Context: an optimization exercise on an open-source flow, tuned for small area, a short achievable clock period and few clock cycles. The choices shown serve that exercise and are no tape-out recipe. RTL that was checked went through simulation tests only; none was proved equivalent to the original. Power and IR drop assume default switching activity.

==> flow/design.v (excerpt) <==
module word_length_histogram (
  input  logic                     clk,
  input  logic                     rst,
  input  logic                     start,
  input  wlh_pkg::in_item_t        cmd,
  output logic                     busy,
  input  logic                     cfg_wr_en,
  input  logic [wlh_pkg::BAR_W-1:0] cfg_wr_data,
  output logic                     result_strobe,
  output wlh_pkg::out_item_t       result
);
  localparam int SIDE_W = 2;
  localparam int OVS_W  = 3;
  localparam int DW     = 23;    
  function automatic logic [COUNT_WIDTH-1:0] sat_inc(input logic [COUNT_WIDTH-1:0] v);
    sat_inc = (v == COUNT_MAX) ? COUNT_MAX : v + COUNT_WIDTH'(1);
  endfunction
  function automatic logic [22:0] add23(input logic [22:0] a, input logic [22:0] b,
                                        input logic ci);
    logic [22:0] g, p, gg, pp;
    g = a & b;
    p = a ^ b;
    gg = g;
    pp = p;
    gg[0] = g[0] | (p[0] & ci);
    for (int l = 0; l < 5; l++) begin
      for (int i = 0; i < 23; i++) begin
        if (((i >> l) & 1) == 1) begin
          gg[i] = gg[i] | (pp[i] & gg[((i >> l) << l) - 1]);
          pp[i] = pp[i] & pp[((i >> l) << l) - 1];
        end
      end
    end
    add23 = p ^ {gg[21:0], ci};
  endfunction
  logic accept, is_sep;
  logic a_char, a_sep, a_eot, a_eot_n;
  assign accept  = start && !busy;
  assign is_sep  = (cmd.char_code == CHAR_SPACE) || (cmd.char_code == CHAR_TAB) ||
                   (cmd.char_code == CHAR_NEWLINE);
  assign a_eot_n = accept && cmd.action == ACT_REPORT;
  always_ff @(posedge clk) begin
  ...
Size in the first run: ~2300 cells after synthesis, ~560 flip-flops, roughly 0.027 mm2 of cells after synthesis.
clock: 7.0 ns
lec_check: 0
cap_margin: 20
core_margin: 2
core_utilization: 40
setup_slack_margin: 4.8
slew_margin: 20
tns_end_percent: 1
run.sh (not shown) runs the stock make flow with config.mk's settings and CLKGATE_MAP_FILE= SYNTH_SCRIPT=/design/flow/synth_recipe.tcl, a recipe that flattens the netlist after the stock synthesis.
==> next run, changes <==
SETUP_SLACK_MARGIN = 4.5   (was 4.8)
TNS_END_PERCENT = 5   (was 1)
Design area hardly moves.
Global-route usage came out higher by 0.50 points.
Flip-flop and latch count stays the same.
Area after synthesis does not change.
Fmax decreases by about 1.2%.
Clock-buffer cell count rises by 8.
No run of this note included a check of the RTL's function; only the layout flow was run.

Setup of job 101:
Another version of the RTL of word_length_histogram (not shown whole).
For scale: ~590 flip-flops, about 77 I/O pins, about 30000 um^2 of cells after synthesis.
export LEC_CHECK = 0
export ABC_AREA = 1
export CAP_MARGIN = 20
export CORE_MARGIN = 2
export CORE_UTILIZATION = 40
export SETUP_SLACK_MARGIN = 4.5
export SLEW_MARGIN = 20
export TNS_END_PERCENT = 5
create_clock -name core_clock -period 7.0 [get_ports {clk}]
standard.sh (not shown) runs the stock make flow with config.mk's settings and CLKGATE_MAP_FILE= SYNTH_SCRIPT=/design/flow/synth_recipe.tcl, a recipe that flattens the netlist after the stock synthesis.
==> flow/flow/run.sh <==
#!/bin/bash
# Standard layout, with two changes to how it is made: the port buffers are
# buf_4 cells instead of the default pick, and timing repair may resize a
# cell into any footprint. Everything else is the standard.sh.
set -euo pipefail
bash standard.sh MATCH_CELL_FOOTPRINT=0 "BUFFER_PORTS_ARGS=-buffer_cell sky130_fd_sc_hd__buf_4" finish > standard_flow.log 2>&1
Testbench counts of job 101, summed over its fixed seeds: cycles 35,346.
[inputs] job 102 vs job 101
Settings: clearing ABC_AREA, which used to be 1.
--- outcome ---
The sequential share of cell area in job 102 sits 1.8 points above the value recorded for job 101. Job 102 vs job 101 on post-route cell area: job 102 is the lower one. Reported leakage power (lower): job 102.
What job 103 does differently from job 102 at the input level:
Settings: PLACE_DENSITY newly set to 0.8; ABC_AREA newly set to 1.
Results
- Diff job 102 -> job 103: clock power now sits at about the same level, total of clock buffers placed in the layout now sits higher, fraction of power consumed by the clock network now sits higher.
- For job 102, the path type of the worst setup path was reg -> reg, unlike job 103, where it was reg -> out.
- Summary — critical path data arrival time, job 103 relative to job 102: lower, by 2030 ps.

--- another note on this design; it stands on its own ---

run A:
Design word_length_histogram, start of the top module:
module word_length_histogram (
  input  logic                     clk,
  input  logic                     rst,
  input  logic                     start,
  input  wlh_pkg::in_item_t        cmd,
  output logic                     busy,
  input  logic                     cfg_wr_en,
  input  logic [wlh_pkg::BAR_W-1:0] cfg_wr_data,
  output logic                     result_strobe,
  output wlh_pkg::out_item_t       result
);
==> flow/config.mk <==
export PLATFORM = sky130hd
export DESIGN_NAME = word_length_histogram
export DESIGN_NICKNAME = word_length_histogram
export VERILOG_FILES = /design/flow/design.v
export SDC_FILE = /design/flow/constraint.sdc
export NUM_CORES = 4
export LEC_CHECK = 0
export ABC_AREA = 1
export CAP_MARGIN = 20
export CORE_MARGIN = 2
export CORE_UTILIZATION = 60
export CTS_CLUSTER_DIAMETER = 100
export CTS_CLUSTER_SIZE = 20
export PLACE_DENSITY = 0.85
export SETUP_SLACK_MARGIN = 4.5
export SLEW_MARGIN = 20
export TNS_END_PERCENT = 5
==> flow/constraint.sdc <==
create_clock -name core_clock -period 7.0 [get_ports {clk}]
set_input_delay 1.4000 -clock core_clock [delete_from_list [all_inputs] [get_ports {clk}]]
set_output_delay 1.4000 -clock core_clock [all_outputs]
set_load 0.01 [all_outputs]
standard.sh (not shown) runs the stock make flow with config.mk's settings and CLKGATE_MAP_FILE= SYNTH_SCRIPT=/design/flow/synth_recipe.tcl, a recipe that flattens the netlist after the stock synthesis.
==> flow/flow/run.sh <==
#!/bin/bash
# Standard layout, with two changes to how it is made: the port buffers are
# buf_4 cells instead of the default pick, and timing repair may resize a
# cell into any footprint. Everything else is the standard.sh.
set -euo pipefail
bash standard.sh MATCH_CELL_FOOTPRINT=0 "BUFFER_PORTS_ARGS=-buffer_cell sky130_fd_sc_hd__buf_4" finish > standard_flow.log 2>&1
Testbench counts of run A, summed over its fixed seeds: cycles 35,346.
For run B, these inputs were changed with respect to run A:
Settings: changing PLACE_DENSITY from 0.85 to 0.8; changing CORE_UTILIZATION from 60 to 55.
### Flow results
Wire length of the first global-routing pass | run B below run A
Setup fix buffers added after clock tree synthesis sits lower in run B than in run A.
Run A → run B: clock skew held steady, sequential power held steady, die area grew by about 9%.
The start-to-end type of the worst setup path comes out flip-flop to flip-flop in one run and flip-flop to output pin in the other, namely in run A and run B respectively.
> inputs changed (run B -> run C)
Settings: CTS_CLUSTER_SIZE removed (was 20); CORE_UTILIZATION changed from 55 to 40; CTS_CLUSTER_DIAMETER removed (was 100).
### Flow results
Run C vs run B, instance count: run C higher
Re met1 global-route usage: run B was higher than run C.
Between run C and run B, it is run C whose total of fill cells in the finished design is higher, by 58%.
Changes observed in run C relative to run B: wire length increased 1500 µm; core utilization decreased 17 points; via count of the first global-routing pass increased about 4.4%.
Run C: total CTS buffers 24 above run B
Re non-clock buffer count: run C is about 20% down on run B.
Part of the power in registers in run C vs run B: down 2.0 points
For run D, these inputs were changed with respect to run C:
Settings: CORE_UTILIZATION changed from 40 to 55.
Reg-to-reg setup timing slack: run D better than run C
Run D vs run C, final cell count without fillers went down by 193.
Changes observed in run D relative to run C: fraction of final layout cells with drive strength greater than 1 shows an increase of 2.5 points, basic-gate share of the synthesized area counting and, or, nand and nor cells level, initial detailed-routing violation count decreased 4.8%, global-route wire length before repair -3.1%.
Summary of run D over run C: combinational share of power now larger; die area -about 27%.
Setup changes, run D to run E
Settings: CTS_CLUSTER_DIAMETER newly set to 120; CTS_CLUSTER_SIZE newly set to 26.
[summary]
- Between run D and run E, first-pass GRT wire length is lower for run E, run D comes in above that.
- Relative to run D, final area has decreased by 2.9% in run E.
- Run E vs. run D: worst hold slack picked up an extra 0.012 ns; clock share of power lost 9.6 points; sequential share of layout area picked up an extra 1.3 points.
- Run E and run D ended up with roughly the same arrival time at the worst endpoint.
- Compared with run D, run E is the less power-hungry design.
- Relative to run D, run E improves worst setup slack.

separate check: timing with driven ports:
The results above use ideal ports. As a check the final layouts listed here were re-extracted and re-timed, cells and wires unchanged. Step 1 assumes that a clkbuf_16 drives the clock port and a buf_2 every other input. Step 2 adds t to the input delays and takes it off the output delays; t is the mean of the earliest and latest rising clock arrival at the registers after step 1. Input paths then give back, and output paths get back, about the clock's delay inside the block. Slacks: no drivers / after step 1 / after step 2; pairs: no drivers / after step 1.
run | t, ns | setup slack, ns | hold slack, ns
the first run of note 1 | 0.676 | 3.574 / 3.574 / 3.574 | 0.451 / 0.451 / 0.451
the second run of note 1 | 0.674 | 3.532 / 3.532 / 3.532 | 0.453 / 0.453 / 0.453
job 101 | 0.664 | 4.287 / 4.270 / 3.774 | 0.417 / 0.417 / 0.417
job 102 | 0.695 | 4.039 / 4.039 / 3.938 | 0.420 / 0.420 / 0.420
job 103 | 0.700 | 4.281 / 4.218 / 3.807 | 0.422 / 0.422 / 0.422
run A | 0.660 | 4.234 / 4.234 / 3.728 | 0.425 / 0.425 / 0.425
run B | 0.649 | 4.339 / 4.278 / 3.902 | 0.403 / 0.403 / 0.403
run C | 0.712 | 4.228 / 4.198 / 3.825 | 0.432 / 0.432 / 0.432
run D | 0.709 | 4.298 / 4.239 / 3.757 | 0.416 / 0.416 / 0.416
run E | 0.666 | 4.315 / 4.257 / 3.800 | 0.428 / 0.428 / 0.428
After both steps setup and hold are still met in every run listed. For run D, which loses most, drivers alone change the setup slack by -0.059 ns; drivers and shift together by -0.541 ns.
